What follows belongs to an exercise in optimizing a design on an open flow for small area, a short achievable clock period and few clock cycles; a production flow would make more cautious choices.
At most, simulation tests tie the RTL to the original design; equivalence was not proved.

job 3573:
==> flow/design.v <==
package hpd_pkg;
	typedef enum logic [1:0] {
		REG_LOCAL_THR    = 2'd0,
		REG_GLOBAL_THR   = 2'd1,
		REG_MIN_INTERVAL = 2'd2
	} cfg_reg_t;
	localparam int unsigned CFG_INDEX_BITS = 2;
	localparam int unsigned INTERVAL_BITS  = 24;
	typedef struct packed {
		logic valid;     
		logic advance;   
	} pipe_ctrl_t;
endpackage
module hpd_carry #(
	parameter int unsigned N = 17
) (
	input  logic [N-1:0] x,
	input  logic [N-1:0] y,
	input  logic         cin,
	output logic         cout
);
	localparam int unsigned L = (N + 1 <= 2)  ? 1 : (N + 1 <= 4)  ? 2 :
	                            (N + 1 <= 8)  ? 3 : (N + 1 <= 16) ? 4 :
	                            (N + 1 <= 32) ? 5 : (N + 1 <= 64) ? 6 : 7;
	localparam int unsigned M = 1 << L;
	logic [(L+1)*M-1:0] g, p;
	assign g[0] = cin;
	assign p[0] = 1'b0;
	assign g[N:1] = x & y;
	assign p[N:1] = x | y;
	if (M > N + 1) begin : g_pad
		assign g[M-1:N+1] = '0;
		assign p[M-1:N+1] = '1;
	end
	for (genvar l = 0; l < L; l++) begin : g_lvl
		for (genvar i = 0; i < (M >> (l + 1)); i++) begin : g_node
			assign g[(l+1)*M + i] = g[l*M + 2*i + 1] | (p[l*M + 2*i + 1] & g[l*M + 2*i]);
			assign p[(l+1)*M + i] = p[l*M + 2*i + 1] & p[l*M + 2*i];
		end
		assign g[(l+1)*M + (M >> (l + 1)) +: (M - (M >> (l + 1)))] = '0;
		assign p[(l+1)*M + (M >> (l + 1)) +: (M - (M >> (l + 1)))] = '0;
	end
	assign cout = g[L*M];
endmodule
module hysteresis_peak_detector #(
	parameter int unsigned SAMPLE_BITS = 16,
	parameter int unsigned TIME_BITS   = 32
) (
	input  logic                          clk,
	input  logic                          arst_n,
	input  logic                          in_valid,
	output logic                          in_ready,
	input  logic signed [SAMPLE_BITS-1:0] sample_value,
	input  logic        [TIME_BITS-1:0]   sample_time,
	input  logic                          restart,
	output logic                          out_valid,
	input  logic                          out_ready,
	output logic        [TIME_BITS-1:0]   peak_time,
	output logic signed [SAMPLE_BITS-1:0] peak_value,
	input  logic                          cfg_valid,
	output logic                          cfg_ready,
	input  logic [hpd_pkg::CFG_INDEX_BITS-1:0] cfg_index,
	input  logic [((SAMPLE_BITS > hpd_pkg::INTERVAL_BITS) ?
	               SAMPLE_BITS : hpd_pkg::INTERVAL_BITS)-1:0] cfg_data
);
	localparam int unsigned SB = SAMPLE_BITS;
	localparam int unsigned TB = TIME_BITS;
	localparam int unsigned IB = hpd_pkg::INTERVAL_BITS;
	localparam int unsigned HB = SB + 2;    
	logic        [SB-2:0] hx_q;
	logic signed [SB-1:0] global_thr_q;
	logic        [IB-1:0] min_interval_q;
	logic                 toggle;    
	assign cfg_ready = 1'b1;
	logic signed [SB-1:0] v1_q;
	logic        [TB-1:0] t1_q;
	logic                 r1_q, s1_valid_q, in_ready_q;
	logic signed [SB-1:0] ref_q;      
	logic signed [SB-1:0] peak_v_q;   
	logic        [TB-1:0] max_t_q, prev_t_q;
	logic                 falling_q, seen_q, out_valid_q;
	always_ff @(posedge clk or negedge arst_n) begin
		if (!arst_n) begin
			hx_q           <= '0;
			global_thr_q   <= '0;
			min_interval_q <= '0;
		end else begin
			if (cfg_valid && cfg_index == 2'd0)
				hx_q <= falling_q ? ~cfg_data[SB-2:0] : cfg_data[SB-2:0];
			else if (toggle)
				hx_q <= ~hx_q;
			if (cfg_valid && cfg_index == 2'd1)
				global_thr_q <= $signed(cfg_data[SB-1:0]);
			if (cfg_valid && cfg_index == 2'd2)
				min_interval_q <= cfg_data[IB-1:0];
		end
	end
	logic [TB:0] sp_s, sp_k;
	logic        sp_carry, spaced, above, ok;
	for (genvar i = 0; i < TB; i++) begin : g_sp
		logic ma, zb;
		assign ma = !max_t_q[i];
		assign zb = (i < IB) ? min_interval_q[i] : 1'b0;
		assign sp_s[i]   = ma ^ prev_t_q[i] ^ zb;
		assign sp_k[i+1] = (ma & prev_t_q[i]) | (ma & zb) | (prev_t_q[i] & zb);
	end
	assign sp_s[TB] = 1'b1;
	assign sp_k[0]  = 1'b0;
	hpd_carry #(.N(TB + 1)) u_spaced (
		.x   (sp_s),
		.y   (sp_k),
		.cin (1'b1),
		.cout(sp_carry)
	);
	assign spaced = !sp_carry;
	hpd_carry #(.N(SB)) u_above (
		.x   ({!ref_q[SB-1], ref_q[SB-2:0]}),
		.y   (~{!global_thr_q[SB-1], global_thr_q[SB-2:0]}),
		.cin (1'b0),
		.cout(above)
	);
	assign ok = above && (!seen_q || spaced);
	logic ext;
	hpd_carry #(.N(SB)) u_ext (
		.x   ({!v1_q[SB-1], v1_q[SB-2:0]}),
		.y   (~{!ref_q[SB-1], ref_q[SB-2:0]}),
		.cin (falling_q),
		.cout(ext)
	);
	logic [HB-1:0] cr_a, cr_b, cr_c, cr_s, cr_k;
	logic          cr_carry, cr_sign, xing;
	assign cr_a = {{(HB-SB){v1_q[SB-1]}}, v1_q};
	assign cr_b = {{(HB-SB+1){falling_q}}, hx_q};
	assign cr_c = ~{{(HB-SB){ref_q[SB-1]}}, ref_q};
	assign cr_s = cr_a ^ cr_b ^ cr_c;
	assign cr_k = {(cr_a[HB-2:0] & cr_b[HB-2:0]) | (cr_a[HB-2:0] & cr_c[HB-2:0])
	               | (cr_b[HB-2:0] & cr_c[HB-2:0]), 1'b0};
	hpd_carry #(.N(HB - 1)) u_cross (
		.x   (cr_s[HB-2:0]),
		.y   (cr_k[HB-2:0]),
		.cin (1'b1),
		.cout(cr_carry)
	);
	assign cr_sign = cr_s[HB-1] ^ cr_k[HB-1] ^ cr_carry;
	assign xing   = cr_sign ^ falling_q;
	logic process, drop, fire, ld_max, ld_ref, s1_valid_d, out_valid_d;
	assign process = s1_valid_q && !out_valid_q;
	assign ld_max  = process && (r1_q || (falling_q ? xing : ext));
	assign ld_ref  = process && (r1_q || ext != falling_q || xing);
	assign drop    = process && !r1_q && !falling_q && xing;
	assign fire    = drop && ok;
	assign toggle  = process && (r1_q ? falling_q : xing);
	assign s1_valid_d  = in_ready_q ? in_valid : (s1_valid_q && !process);
	assign out_valid_d = fire || (out_valid_q && !out_ready);
	always_ff @(posedge clk) begin
		if (in_ready_q) begin
			v1_q <= sample_value;
			t1_q <= sample_time;
			r1_q <= restart;
		end
		if (drop)
			peak_v_q <= ref_q;
		if (out_valid_q)
			prev_t_q <= max_t_q;
	end
	always_ff @(posedge clk or negedge arst_n) begin
		if (!arst_n) begin
			s1_valid_q  <= 1'b0;
			in_ready_q  <= 1'b1;
			out_valid_q <= 1'b0;
			ref_q       <= '0;
			max_t_q     <= '0;
			falling_q   <= 1'b0;
			seen_q      <= 1'b0;
		end else begin
			s1_valid_q  <= s1_valid_d;
			out_valid_q <= out_valid_d;
			in_ready_q  <= !(s1_valid_d && out_valid_d);
			if (ld_ref)
				ref_q <= v1_q;
			if (ld_max)
				max_t_q <= t1_q;
			if (process)
				falling_q <= !r1_q && (falling_q ^ xing);
			if (out_valid_q)
				seen_q <= 1'b1;
			else if (process && r1_q)
				seen_q <= 1'b0;
		end
	end
	assign in_ready   = in_ready_q;
	assign out_valid  = out_valid_q;
	assign peak_time  = max_t_q;
	assign peak_value = peak_v_q;
endmodule
==> flow/config.mk <==
export PLATFORM = sky130hd
export DESIGN_NAME = hysteresis_peak_detector
export DESIGN_NICKNAME = hysteresis_peak_detector
export VERILOG_FILES = /design/flow/design.v
export SDC_FILE = /design/flow/constraint.sdc
export NUM_CORES = 4
export LEC_CHECK = 0
export CAP_MARGIN = 20
export CORE_MARGIN = 2
export CORE_UTILIZATION = 40
export CTS_BUF_LIST = sky130_fd_sc_hd__clkbuf_4
export SETUP_SLACK_MARGIN = 5
export SLEW_MARGIN = 20
export BUFFER_PORTS_ARGS = -buffer_cell sky130_fd_sc_hd__buf_1
export CTS_ARGS = -sink_clustering_enable -repair_clock_nets -buf_list sky130_fd_sc_hd__clkbuf_4 -dont_use_dummy_load
==> flow/constraint.sdc <==
create_clock -name core_clock -period 8.5 [get_ports {clk}]
set_input_delay 1.7000 -clock core_clock [delete_from_list [all_inputs] [get_ports {clk}]]
set_output_delay 1.7000 -clock core_clock [all_outputs]
set_load 0.01 [all_outputs]
standard.sh (not shown) runs the stock make flow with config.mk's settings and CLKGATE_MAP_FILE= SYNTH_SCRIPT=/design/flow/synth_recipe.tcl, a recipe that flattens the netlist after the stock synthesis.
==> flow/flow/run.sh <==
#!/bin/bash
# Standard layout with two changes: port buffers are buf_1 cells instead of
# the resizer's default pick, and clock tree synthesis inserts no dummy loads.
# Every tool's output goes to a log file here.
set -e
{
	echo 'export BUFFER_PORTS_ARGS = -buffer_cell sky130_fd_sc_hd__buf_1'
	echo 'export CTS_ARGS = -sink_clustering_enable -repair_clock_nets -buf_list sky130_fd_sc_hd__clkbuf_4 -dont_use_dummy_load'
} >> config.mk
bash standard.sh > standard.log 2>&1
Having completed the whole flow, job 3573 delivered a layout that passed the timing, DRC and antenna checks.
diff inputs: job 3573 => job 3816
--- a/flow/design.v
+++ b/flow/design.v
@@ -79,5 +79,5 @@
 	logic signed [SB-1:0] peak_v_q;   
 	logic        [TB-1:0] max_t_q, prev_t_q;
-	logic                 falling_q, seen_q, out_valid_q;
+	logic                 rising_q, seen_q, out_valid_q;
 	always_ff @(posedge clk or negedge arst_n) begin
 		if (!arst_n) begin
@@ -87,5 +87,5 @@
 		end else begin
 			if (cfg_valid && cfg_index == 2'd0)
-				hx_q <= falling_q ? ~cfg_data[SB-2:0] : cfg_data[SB-2:0];
+				hx_q <= rising_q ? cfg_data[SB-2:0] : ~cfg_data[SB-2:0];
 			else if (toggle)
 				hx_q <= ~hx_q;
@@ -125,5 +125,5 @@
 		.x   ({!v1_q[SB-1], v1_q[SB-2:0]}),
 		.y   (~{!ref_q[SB-1], ref_q[SB-2:0]}),
-		.cin (falling_q),
+		.cin (!rising_q),
 		.cout(ext)
 	);
@@ -131,5 +131,5 @@
 	logic          cr_carry, cr_sign, xing;
 	assign cr_a = {{(HB-SB){v1_q[SB-1]}}, v1_q};
-	assign cr_b = {{(HB-SB+1){falling_q}}, hx_q};
+	assign cr_b = {{(HB-SB+1){!rising_q}}, hx_q};
 	assign cr_c = ~{{(HB-SB){ref_q[SB-1]}}, ref_q};
 	assign cr_s = cr_a ^ cr_b ^ cr_c;
@@ -143,12 +143,11 @@
 	);
 	assign cr_sign = cr_s[HB-1] ^ cr_k[HB-1] ^ cr_carry;
-	assign xing   = cr_sign ^ falling_q;
-	logic process, drop, fire, ld_max, ld_ref, s1_valid_d, out_valid_d;
+	assign xing   = rising_q ? cr_sign : !cr_sign;
+	logic process, fire, ld_max, ld_ref, s1_valid_d, out_valid_d;
 	assign process = s1_valid_q && !out_valid_q;
-	assign ld_max  = process && (r1_q || (falling_q ? xing : ext));
-	assign ld_ref  = process && (r1_q || ext != falling_q || xing);
-	assign drop    = process && !r1_q && !falling_q && xing;
-	assign fire    = drop && ok;
-	assign toggle  = process && (r1_q ? falling_q : xing);
+	assign ld_max  = process && (r1_q || (rising_q ? ext : xing));
+	assign ld_ref  = process && (r1_q || ext != !rising_q || xing);
+	assign fire    = process && !r1_q && rising_q && xing && ok;
+	assign toggle  = process && (r1_q ? !rising_q : xing);
 	assign s1_valid_d  = in_ready_q ? in_valid : (s1_valid_q && !process);
 	assign out_valid_d = fire || (out_valid_q && !out_ready);
@@ -159,8 +158,8 @@
 			r1_q <= restart;
 		end
-		if (drop)
+		if (fire) begin
+			prev_t_q <= max_t_q;
 			peak_v_q <= ref_q;
-		if (out_valid_q)
-			prev_t_q <= max_t_q;
+		end
 	end
 	always_ff @(posedge clk or negedge arst_n) begin
@@ -171,5 +170,5 @@
 			ref_q       <= '0;
 			max_t_q     <= '0;
-			falling_q   <= 1'b0;
+			rising_q    <= 1'b1;
 			seen_q      <= 1'b0;
 		end else begin
@@ -181,10 +180,11 @@
 			if (ld_max)
 				max_t_q <= t1_q;
-			if (process)
-				falling_q <= !r1_q && (falling_q ^ xing);
-			if (out_valid_q)
-				seen_q <= 1'b1;
-			else if (process && r1_q)
-				seen_q <= 1'b0;
+			if (process) begin
+				rising_q <= r1_q || (rising_q ? !xing : xing);
+				if (r1_q)
+					seen_q <= 1'b0;
+				else if (fire)
+					seen_q <= 1'b1;
+			end
 		end
 	end
==> run notes <==
Comparing job 3816 and job 3573, number of global-route vias before repair is higher on job 3573. Run comparison: job 3816 worst setup path endpoint prev_t_q[0]$_DFFE_PP_; job 3573 worst setup path endpoint ref_q[9]$_DFFE_PN0P_. Compared with job 3573, job 3816 shows a lower wire length on met1. In the metrics for job 3816 and job 3573, the one carrying the lower area overhead of the layout relative to synthesis is job 3573. Compared with job 3573, in job 3816 count of final max-slew check failures ~0 delta; worst slack after detailed placement -0.33 ns; met3 track utilization from global routing +0.36 points; number of unique standard cell types used by synthesis -6.0%. Delta (job 3816 minus job 3573): average via count per standard cell now sits lower, XOR/XNOR share of the synthesized area now sits higher, period utilization now sits higher, gate count of the mapped netlist now sits lower.
Testbench counts of job 3816, summed over its fixed seeds: cycles 17,921.
Function not checked in job 3573: the RTL went through the layout flow alone.

## what the ideal ports hide
No port has a modelled driver above. Below, the same layouts with a new extraction and two added sets of constraints. Step 1 (the two cells are an assumption about what drives the block):
set clk [get_ports {clk}]
set_driving_cell -lib_cell sky130_fd_sc_hd__clkbuf_16 $clk
set_driving_cell -lib_cell sky130_fd_sc_hd__buf_2 [delete_from_list [all_inputs] $clk]
Step 2, shift: input delay + t, output delay - t, t = (earliest + latest rising clock arrival at the registers) / 2. This alone moves slack from input paths to output paths. Slacks: no drivers / after step 1 / after step 2; pairs: no drivers / after step 1.
run | t, ns | setup WS [ns] | hold WS [ns] | clock arrival spread, ns | pins driven straight from the clock port
job 3573 | 0.696 | 4.914 / 4.914 / 4.914 | 0.460 / 0.460 / 0.460 | 0.054 / 0.054 | 1
job 3816 | 0.659 | 4.885 / 4.885 / 4.885 | 0.447 / 0.447 / 0.447 | 0.109 / 0.109 | 1
After both steps setup and hold are still met in every run listed.
